What follows belongs to an exercise in optimizing a design on an open flow for small area, a short achievable clock period and few clock cycles per item; a production flow would make more cautious choices. In this exercise RTL edits were held to simulation tests only and were not proved equivalent to the original. Power is estimated from default activity; no workload was simulated.

==> flow/design.v <==
package tbc_pkg;
   localparam int DataWidth   = 8;
   localparam int AddrWidth   = 8;
   localparam int MemDepth    = 1 << AddrWidth;
   localparam int NumRegs     = 5;
   localparam int RegIdxWidth = $clog2(NumRegs);
   localparam logic [DataWidth-1:0] PcRegIndex = DataWidth'(NumRegs);
   localparam logic [AddrWidth-1:0] HaltPc     = '1;
   localparam logic ReqWrite = 1'b0;
   localparam logic ReqExec  = 1'b1;
   localparam logic [DataWidth-1:0] OpNop = 8'h00;
   localparam logic [DataWidth-1:0] OpAdd = 8'h01;
   localparam logic [DataWidth-1:0] OpSub = 8'h02;
   localparam logic [DataWidth-1:0] OpJmp = 8'h03;
   localparam logic [DataWidth-1:0] OpBlt = 8'h04;
   localparam logic [DataWidth-1:0] OpLd  = 8'h05;
   localparam logic [DataWidth-1:0] OpSt  = 8'h06;
   typedef logic [NumRegs*DataWidth-1:0] regfile_type;
   typedef struct packed {
      logic                 en;
      logic                 we;
      logic [AddrWidth-1:0] addr;
      logic [DataWidth-1:0] wdata;
   } mem_cmd_type;
   typedef struct packed {
      logic [AddrWidth-1:0] pc;
      regfile_type          regs;
      logic                 err;
   } arch_type;
endpackage
import tbc_pkg::*;
module tbc_mem (
   input  logic                            clock,
   input  logic                            reset,
   input  tbc_pkg::mem_cmd_type            cmd,
   output logic [tbc_pkg::DataWidth-1:0]   rdata
);
   logic [DataWidth-1:0] mem_ff [MemDepth];
   logic [MemDepth-1:0]  valid_ff;
   logic [DataWidth-1:0] rdata_ff;
   always_ff @(posedge clock) begin
      if (reset) begin
         valid_ff <= '0;
      end else if (cmd.en && cmd.we) begin
         valid_ff[cmd.addr] <= 1'b1;
      end
   end
   always_ff @(posedge clock) begin
      if (cmd.en && cmd.we) begin
         mem_ff[cmd.addr] <= cmd.wdata;
      end
      if (cmd.en && !cmd.we) begin
         rdata_ff <= valid_ff[cmd.addr] ? mem_ff[cmd.addr] : '0;
      end
   end
   assign rdata = rdata_ff;
endmodule
import tbc_pkg::*;
module tbc_exec (
   input  logic                            clock,
   input  logic                            reset,
   input  logic                            req_valid,
   output logic                            req_ready,
   input  logic                            req_type,
   input  logic [tbc_pkg::AddrWidth-1:0]   req_mem_addr,
   input  logic [tbc_pkg::DataWidth-1:0]   req_mem_data,
   input  logic                            out_free,
   output logic                            done,
   output tbc_pkg::arch_type               arch,
   output tbc_pkg::mem_cmd_type            mem_cmd,
   input  logic [tbc_pkg::DataWidth-1:0]   mem_rdata
);
   typedef enum logic [2:0] {
      S_IDLE, S_F1, S_F2, S_F3, S_F4, S_EXEC, S_LOAD, S_DONE
   } state_type;
   state_type            state_ff;
   logic [AddrWidth-1:0] pc_ff;
   tbc_pkg::regfile_type          regs_ff;
   logic                 err_ff;
   logic [DataWidth-1:0] op_ff;
   logic [DataWidth-1:0] b0_ff;
   logic [DataWidth-1:0] b1_ff;
   logic [DataWidth-1:0] b2_ff;
   logic                 accept;
   logic [DataWidth-1:0] ra;
   logic [DataWidth-1:0] rb;
   logic [DataWidth-1:0] sum;
   logic [DataWidth-1:0] diff;
   function automatic logic [DataWidth-1:0] read_reg(input logic [DataWidth-1:0] idx,
                                                     input tbc_pkg::regfile_type r,
                                                     input logic [AddrWidth-1:0] pc);
      logic [DataWidth-1:0] val;
      val = '0;
      if (idx < DataWidth'(NumRegs)) begin
         val = r[DataWidth*idx[RegIdxWidth-1:0] +: DataWidth];
      end else if (idx == PcRegIndex) begin
         val = DataWidth'(pc);
      end
      read_reg = val;
   endfunction
   assign req_ready = (state_ff == S_IDLE);
   assign accept    = req_valid && req_ready;
   assign done      = (state_ff == S_DONE) && out_free;
   assign ra        = read_reg(b0_ff, regs_ff, pc_ff);
   assign rb        = read_reg(b1_ff, regs_ff, pc_ff);
   assign sum       = ra + rb;
   assign diff      = ra - rb;
   assign arch.pc   = pc_ff;
   assign arch.regs = regs_ff;
   assign arch.err  = err_ff;
   always_comb begin
      mem_cmd = '0;
      case (state_ff)
         S_IDLE: begin
            if (accept && req_type == ReqWrite) begin
               mem_cmd.en    = 1'b1;
               mem_cmd.we    = 1'b1;
               mem_cmd.addr  = req_mem_addr;
               mem_cmd.wdata = req_mem_data;
            end else if (accept && pc_ff != HaltPc) begin
               mem_cmd.en   = 1'b1;
               mem_cmd.addr = pc_ff;
            end
         end
         S_F1: begin
            mem_cmd.en   = 1'b1;
            mem_cmd.addr = pc_ff + AddrWidth'(1);
         end
         S_F2: begin
            mem_cmd.en   = 1'b1;
            mem_cmd.addr = pc_ff + AddrWidth'(2);
         end
         S_F3: begin
            mem_cmd.en   = 1'b1;
            mem_cmd.addr = pc_ff + AddrWidth'(3);
         end
         S_EXEC: begin
            if (op_ff == OpLd) begin
               mem_cmd.en   = 1'b1;
               mem_cmd.addr = AddrWidth'(b1_ff);
            end else if (op_ff == OpSt) begin
               mem_cmd.en    = 1'b1;
               mem_cmd.we    = 1'b1;
               mem_cmd.addr  = AddrWidth'(b1_ff);
               mem_cmd.wdata = ra;
            end
         end
         default: begin
            mem_cmd = '0;
         end
      endcase
   end
   always_ff @(posedge clock) begin
      if (reset) begin
         state_ff <= S_IDLE;
         pc_ff    <= '0;
         regs_ff  <= '0;
         err_ff   <= 1'b0;
      end else begin
         case (state_ff)
            S_IDLE: begin
               if (accept) begin
                  if (req_type == ReqExec && pc_ff != HaltPc) begin
                     state_ff <= S_F1;
                  end else begin
                     state_ff <= S_DONE;
                  end
               end
            end
            S_F1: begin
               op_ff    <= mem_rdata;
               state_ff <= S_F2;
            end
            S_F2: begin
               b0_ff    <= mem_rdata;
               state_ff <= S_F3;
            end
            S_F3: begin
               b1_ff    <= mem_rdata;
               state_ff <= S_F4;
            end
            S_F4: begin
               b2_ff    <= mem_rdata;
               state_ff <= S_EXEC;
            end
            S_EXEC: begin
               state_ff <= S_DONE;
               case (op_ff)
                  OpNop: begin
                     pc_ff <= pc_ff + AddrWidth'(1);
                  end
                  OpAdd: begin
                     if (b2_ff < DataWidth'(NumRegs)) begin
                        regs_ff[DataWidth*b2_ff[RegIdxWidth-1:0] +: DataWidth] <= sum;
                     end
                     pc_ff <= pc_ff + AddrWidth'(4);
                  end
                  OpSub: begin
                     if (b2_ff < DataWidth'(NumRegs)) begin
                        regs_ff[DataWidth*b2_ff[RegIdxWidth-1:0] +: DataWidth] <= diff;
                     end
                     pc_ff <= pc_ff + AddrWidth'(4);
                  end
                  OpJmp: begin
                     pc_ff <= AddrWidth'(b0_ff);
                  end
                  OpBlt: begin
                     pc_ff <= (ra < rb) ? AddrWidth'(b2_ff) : pc_ff + AddrWidth'(4);
                  end
                  OpLd: begin
                     state_ff <= S_LOAD;
                  end
                  OpSt: begin
                     pc_ff <= pc_ff + AddrWidth'(3);
                  end
                  default: begin
                     err_ff <= 1'b1;
                     pc_ff  <= HaltPc;
                  end
               endcase
            end
            S_LOAD: begin
               if (b0_ff < DataWidth'(NumRegs)) begin
                  regs_ff[DataWidth*b0_ff[RegIdxWidth-1:0] +: DataWidth] <= mem_rdata;
               end
               pc_ff    <= pc_ff + AddrWidth'(3);
               state_ff <= S_DONE;
            end
            S_DONE: begin
               if (out_free) begin
                  state_ff <= S_IDLE;
               end
            end
            default: begin
               state_ff <= S_IDLE;
            end
         endcase
      end
   end
endmodule
import tbc_pkg::*;
module tiny_byte_cpu_step (
   input  logic                            clock,
   input  logic                            reset,
   input  logic                            req_valid,
   output logic                            req_stall,
   input  logic                            req_type,
   input  logic [tbc_pkg::AddrWidth-1:0]   req_mem_addr,
   input  logic [tbc_pkg::DataWidth-1:0]   req_mem_data,
   output logic                            rsp_valid,
   input  logic                            rsp_stall,
   output logic [tbc_pkg::AddrWidth-1:0]   rsp_pc,
   output logic [tbc_pkg::DataWidth-1:0]   rsp_reg_a,
   output logic [tbc_pkg::DataWidth-1:0]   rsp_reg_b,
   output logic [tbc_pkg::DataWidth-1:0]   rsp_reg_c,
   output logic [tbc_pkg::DataWidth-1:0]   rsp_reg_d,
   output logic [tbc_pkg::DataWidth-1:0]   rsp_reg_e,
   output logic                            rsp_halted,
   output logic                            rsp_illegal_opcode
);
   tbc_pkg::mem_cmd_type          mem_cmd;
   logic [DataWidth-1:0] mem_rdata;
   tbc_pkg::arch_type             arch;
   logic                 req_ready;
   logic                 done;
   logic                 out_free;
   logic                 rsp_valid_ff;
   tbc_pkg::arch_type             rsp_ff;
   tbc_mem u_mem (
      .clock (clock),
      .reset (reset),
      .cmd   (mem_cmd),
      .rdata (mem_rdata)
   );
   tbc_exec u_exec (
      .clock        (clock),
      .reset        (reset),
      .req_valid    (req_valid),
      .req_ready    (req_ready),
      .req_type     (req_type),
      .req_mem_addr (req_mem_addr),
      .req_mem_data (req_mem_data),
      .out_free     (out_free),
      .done         (done),
      .arch         (arch),
      .mem_cmd      (mem_cmd),
      .mem_rdata    (mem_rdata)
   );
   assign out_free  = !rsp_valid_ff || !rsp_stall;
   assign req_stall = !req_ready;
   always_ff @(posedge clock) begin
      if (reset) begin
         rsp_valid_ff <= 1'b0;
      end else if (done) begin
         rsp_valid_ff <= 1'b1;
      end else if (!rsp_stall) begin
         rsp_valid_ff <= 1'b0;
      end
   end
   always_ff @(posedge clock) begin
      if (done) begin
         rsp_ff <= arch;
      end
   end
   assign rsp_valid          = rsp_valid_ff;
   assign rsp_pc             = rsp_ff.pc;
   assign rsp_reg_a          = rsp_ff.regs[0*DataWidth +: DataWidth];
   assign rsp_reg_b          = rsp_ff.regs[1*DataWidth +: DataWidth];
   assign rsp_reg_c          = rsp_ff.regs[2*DataWidth +: DataWidth];
   assign rsp_reg_d          = rsp_ff.regs[3*DataWidth +: DataWidth];
   assign rsp_reg_e          = rsp_ff.regs[4*DataWidth +: DataWidth];
   assign rsp_halted         = (rsp_ff.pc == HaltPc);
   assign rsp_illegal_opcode = rsp_ff.err;
endmodule
==> flow/run.sh <==
#!/bin/bash
# synth_recipe.tcl (not shown) runs the flow's synth.tcl, then flattens the netlist and writes it again
# the make line also repeats each setting of config.mk as NAME=value (left out here)
make -C /OpenROAD-flow-scripts/flow DESIGN_CONFIG=/design/flow/config.mk WORK_HOME=/design/flow/orfs CLKGATE_MAP_FILE= SYNTH_SCRIPT=/design/flow/synth_recipe.tcl finish
==> flow/config.mk <==
export PLATFORM = sky130hd
export DESIGN_NAME = tiny_byte_cpu_step
export DESIGN_NICKNAME = tiny_byte_cpu_step
export VERILOG_FILES = /design/flow/design.v
export SDC_FILE = /design/flow/constraint.sdc
export NUM_CORES = 4
export LEC_CHECK = 0
export CAP_MARGIN = 20
export CORE_MARGIN = 2
export CORE_UTILIZATION = 40
export SLEW_MARGIN = 20
==> flow/constraint.sdc <==
create_clock -name core_clock -period 6.5 [get_ports {clock}]
set_input_delay 1.3000 -clock core_clock [delete_from_list [all_inputs] [get_ports {clock}]]
set_output_delay 1.3000 -clock core_clock [all_outputs]
set_load 0.01 [all_outputs]
==> flow_summary.toml <==
[status]
outcome = "complete, no violations"

[synth]
synthMuxAreaShare_pct = 1.49
synthAdderAreaFrac_pct = 0.619
yosys-top-cells-area = "edfxtp_1 66%, dfxtp_1 6.4%, o221ai_1 4.4%, nand2_1 3.7%, a21oi_1 2.8%"
netlist_instances = 7330
synth-seq-area-share_pct = 72.2
yosys.area_share.simple_pct = 9.35
synth_top_area_share_pct = 65.9
synthXorXnorAreaFrac_pct = 0.252
avgSynthCellArea_um2 = 13.3
yosysUniqueCellTypes = 84
yosysWarningCount = 3
synth_top_family_by_area = "compound AO/OA/AOI/OAI gates"
ys_seq_elements = 2446
synth_compound_area_share_pct = 13.4
synth_fp_nets = 7398
async_reset_ff_share_pct = 0
synthesis.area_um2 = 97400
synth_area_leader_cell = "edfxtp_1"
synth_top_flop_cell = "edfxtp_1"
synth_edf_count = 2137

[power_and_ir_drop]
worst_ir_drop_vdd_mv = 0.445
pwr-share-clk_pct = 29.6
intPower_w = 0.0305
seqPwrFrac_pct = 36.0
combPwrFrac_pct = 34.3
p_leak_nw = 36.1
p_per_area_nw_per_um2 = 439
switching_share_pct = 37.9
switchingPower_w = 0.0186
power_w = 0.0491

[critical_path]
required_ns = 7.11
crit_family = "compound AO/OA/AOI/OAI gates"
worst-path-buf-inv = 5
critPathMaxFanout = 24
start_kind = "register"
critPathMaxStageDelay_ns = 0.76
crit_chain = "inv_1, ha_1, nor2b_1, a211oi_1, nor2_1, a21oi_4, inv_4, buf_12, buf_4, a21oi_1, a21oi_1, o31ai_1, buf_4, o21ai_0, a2111oi_2, a41oi_1"
slowest_stage = "a2111oi_2"
critical_path_class = "reg -> reg"
endpoint_kind = "register"
worstPathArrival_ns = 6.79

[sta]
rsz0062_at_grt = "false"
fin_crit_ns = 6.18
clock_skew_ns = 0.0567
setup_ws_ns = 0.318
setup_viol = 0
maxSlewViolCount = 0
slew_headroom_pct = 20.0
worst_pin_slew_ns = 1.19
setup_tns_ns = 0
layout_worst_path_cycle_share_pct = 95.1
hold_viol_final = 0
whs_ns = 0.436
fmax_mhz = 162

[clock_network]
htree_levels = 5
cts_root_buf = "clkbuf_16"
numCtsBuffers = 274
post-cts-setup-buffers = 0
cts_tree = "done"
clock_path_buffers = 4
clk_latency_ns = 0.91
clock-sinks = 2446
clkTransAtPathRegs_ns = 0.06

[grt]
globalRouteOverflowTotal = 0
grt_pass1_vias = 63200
antenna_found_initial = 9
track_usage_pct = 24.3
grt_pass1_wl_um = 448000
grt_max_degree = 259

[cells_and_area]
layout.cells.non_filler = 10900
final_nets = 7540
layout_commonest_cell = "edfxtp_1"
layout-drive-gt1-share_pct = 10.5
areaGrowthSynthToFinish_pct = 14.8
final_cell_mix = "2137 x edfxtp_1, 961 x nand2_1, 714 x nor2_1"

[hold_path]
hp-class = "reg -> reg"

[floorplan]
die_area_um2 = 247000
die_h_um = 497
ios = 73
die_w_um = 497
core_um2 = 243000
rows = 181
start_util_pct = 40.1

[drt]
wl_um = 311000
avgViaCountPerCell = 6.15
ant_nets = 0
drtPass1Iterations = 9
drt-initial-drc-count = 9298
avgRoutedWirePerCell_um = 28.6
drc = 0
dr_total_vias = 66800

[run]
cap_violations = 0

[placed_design]
hpwl_um = 190000
gp_congestion = 0.919
dp_slack_ns = -0.160
dp.cells = 10400
place.port_buffers = 72
## sequential cells by signal, summed over array words and instances (netlist names)
register	count
u_mem.mem_ff	2048
u_mem.valid_ff	256
rsp_ff	49
u_exec.regs_ff	40
u_exec.b0_ff	8
u_exec.b1_ff	8
u_exec.b2_ff	8
u_exec.op_ff	8
u_exec.pc_ff	8
u_mem.rdata_ff	8
u_exec.state_ff	3
rsp_valid_ff	1
u_exec.err_ff	1
## layer usage
| layer | up-vias | wire length [um] | GRT usage [%] |
|---|---|---|---|
| met1 | 33700 | 124000 | 33.4 |
| met2 | 3820 | 143000 | 37.5 |
| met5 | - | 27 | 0 |
| li1 | 28600 | - | - |
| met3 | 616 | 31500 | 5.19 |
| met4 | 4 | 12600 | 9.61 |
## Yosys cell counts (7+ instances only)
master     instances
a41oi_1            8
clkbuf_1         397
a21boi_0          22
xor2_1            10
a221oi_1          51
o221ai_1         494
a21oi_1          549
and3_1           124
mux2i_1          104
nand4_1            8
edfxtp_1        2137
a31oi_1          285
a2111oi_0         19
o22a_1             7
nor2_1           722
a21o_1             9
dfxtp_1          309
nand2_1          961
o41ai_1            7
a2111o_1           8
a211oi_1          19
inv_1             66
and2_1            14
mux4_2            16
buf_1             42
xnor2_1           18
o211ai_1          29
nand3_1           73
nand2b_1          15
nor2b_1           18
or3_1             22
a311oi_1          10
buf_2            125
a22o_1            11
o2111ai_1          8
ha_1              45
o31ai_1           28
or4_1              8
nor4_1            84
nor3_1            74
o22ai_1          130
o21ai_0           93
a22oi_1           29
o21bai_1          12
o32ai_1           17
## final timing paths
path / startpoint / to / slack (ns) / cells after the start
hold reg to reg: u_exec.err_ff$_SDFFE_PP0P_ / rsp_ff[0]$_DFFE_PP_ / 0.44 / 0
hold / removal: u_exec.err_ff$_SDFFE_PP0P_ / rsp_ff[0]$_DFFE_PP_ / 0.44 / 0
setup / recovery: u_exec.state_ff[0]$_SDFFE_PP0P_ / u_mem.rdata_ff[1]$_SDFFCE_PN0P_ / 0.32 / 16
setup reg to reg: u_exec.state_ff[0]$_SDFFE_PP0P_ / u_mem.rdata_ff[1]$_SDFFCE_PN0P_ / 0.32 / 16
## final cells by class
cell class / count / area [um2]
Inverter: 68 / 265
Fill cell: 21300 / 131000
Clock buffer: 348 / 7310
Timing Repair Buffer: 436 / 4190
Tap cell: 3202 / 4010
Multi-Input combinational cell: 4246 / 24800
Antenna cell: 2 / 5.00
Sequential cell: 2446 / 70400
Clock inverter: 107 / 906
## metrics by stage
| stage | utilization (%) | instance area [um2] |
|---|---|---|
| 2_1_floorplan | - | 97400 |
| 3_3_place_gp | 42.6 | 104000 |
| 4_1_cts | 46.0 | 112000 |
| 3_5_place_dp | 42.7 | 104000 |
| 5_1_grt | 46.1 | 112000 |
| 6_report | 46.1 | 112000 |
## power groups by stage
stage,Combinational [W],Sequential (W),Clock (W)
finish,0.0168,0.0177,0.0145
global route,0.0175,0.0177,0.0153
CTS,0.0165,0.0177,0.0147
detailed placement,0.0164,0.0180,0
global placement,0.0163,0.0180,0
floorplan,0.00871,0.0180,0
## logic make-up after synthesis
logic type	count (synthesis)
compound gates	1901
xor+xnor	28
fa+ha+maj	47
buf+inv	638
flops	2446
mux	124
simple gates	2146
## repair_timing
item,4_1_cts,5_1_grt
hold buffers,0,0
resized for setup,0,1
setup endpoints to repair,0,1
Testbench counts, summed over its fixed seeds: cycles 50,059, items 8,603.

-- separate check: timing with driven ports --
How much do the figures lean on ideal ports? The routed layout below was timed once more, with nothing changed but the port constraints.
Step 1: set_driving_cell puts a clkbuf_16 on clock and a buf_2 on each other input, an assumption about the parent block.
Step 2, shift: input delay + t, output delay - t, t = (earliest + latest rising clock arrival at the registers) / 2. This alone moves slack from input paths to output paths.
Three values: ideal ports, drivers, drivers and shift; two values: the first two.
shift t [ns]: 0.982
slack for setup (ns): 0.318 / 0.318 / -0.211
worst register clock-pin slew, ns: 0.07 / 0.07
Met with ideal ports but missed after step 2: setup timing in this run. The setup slack of this run moves by 0.000 ns with the drivers and by -0.529 ns with both steps.
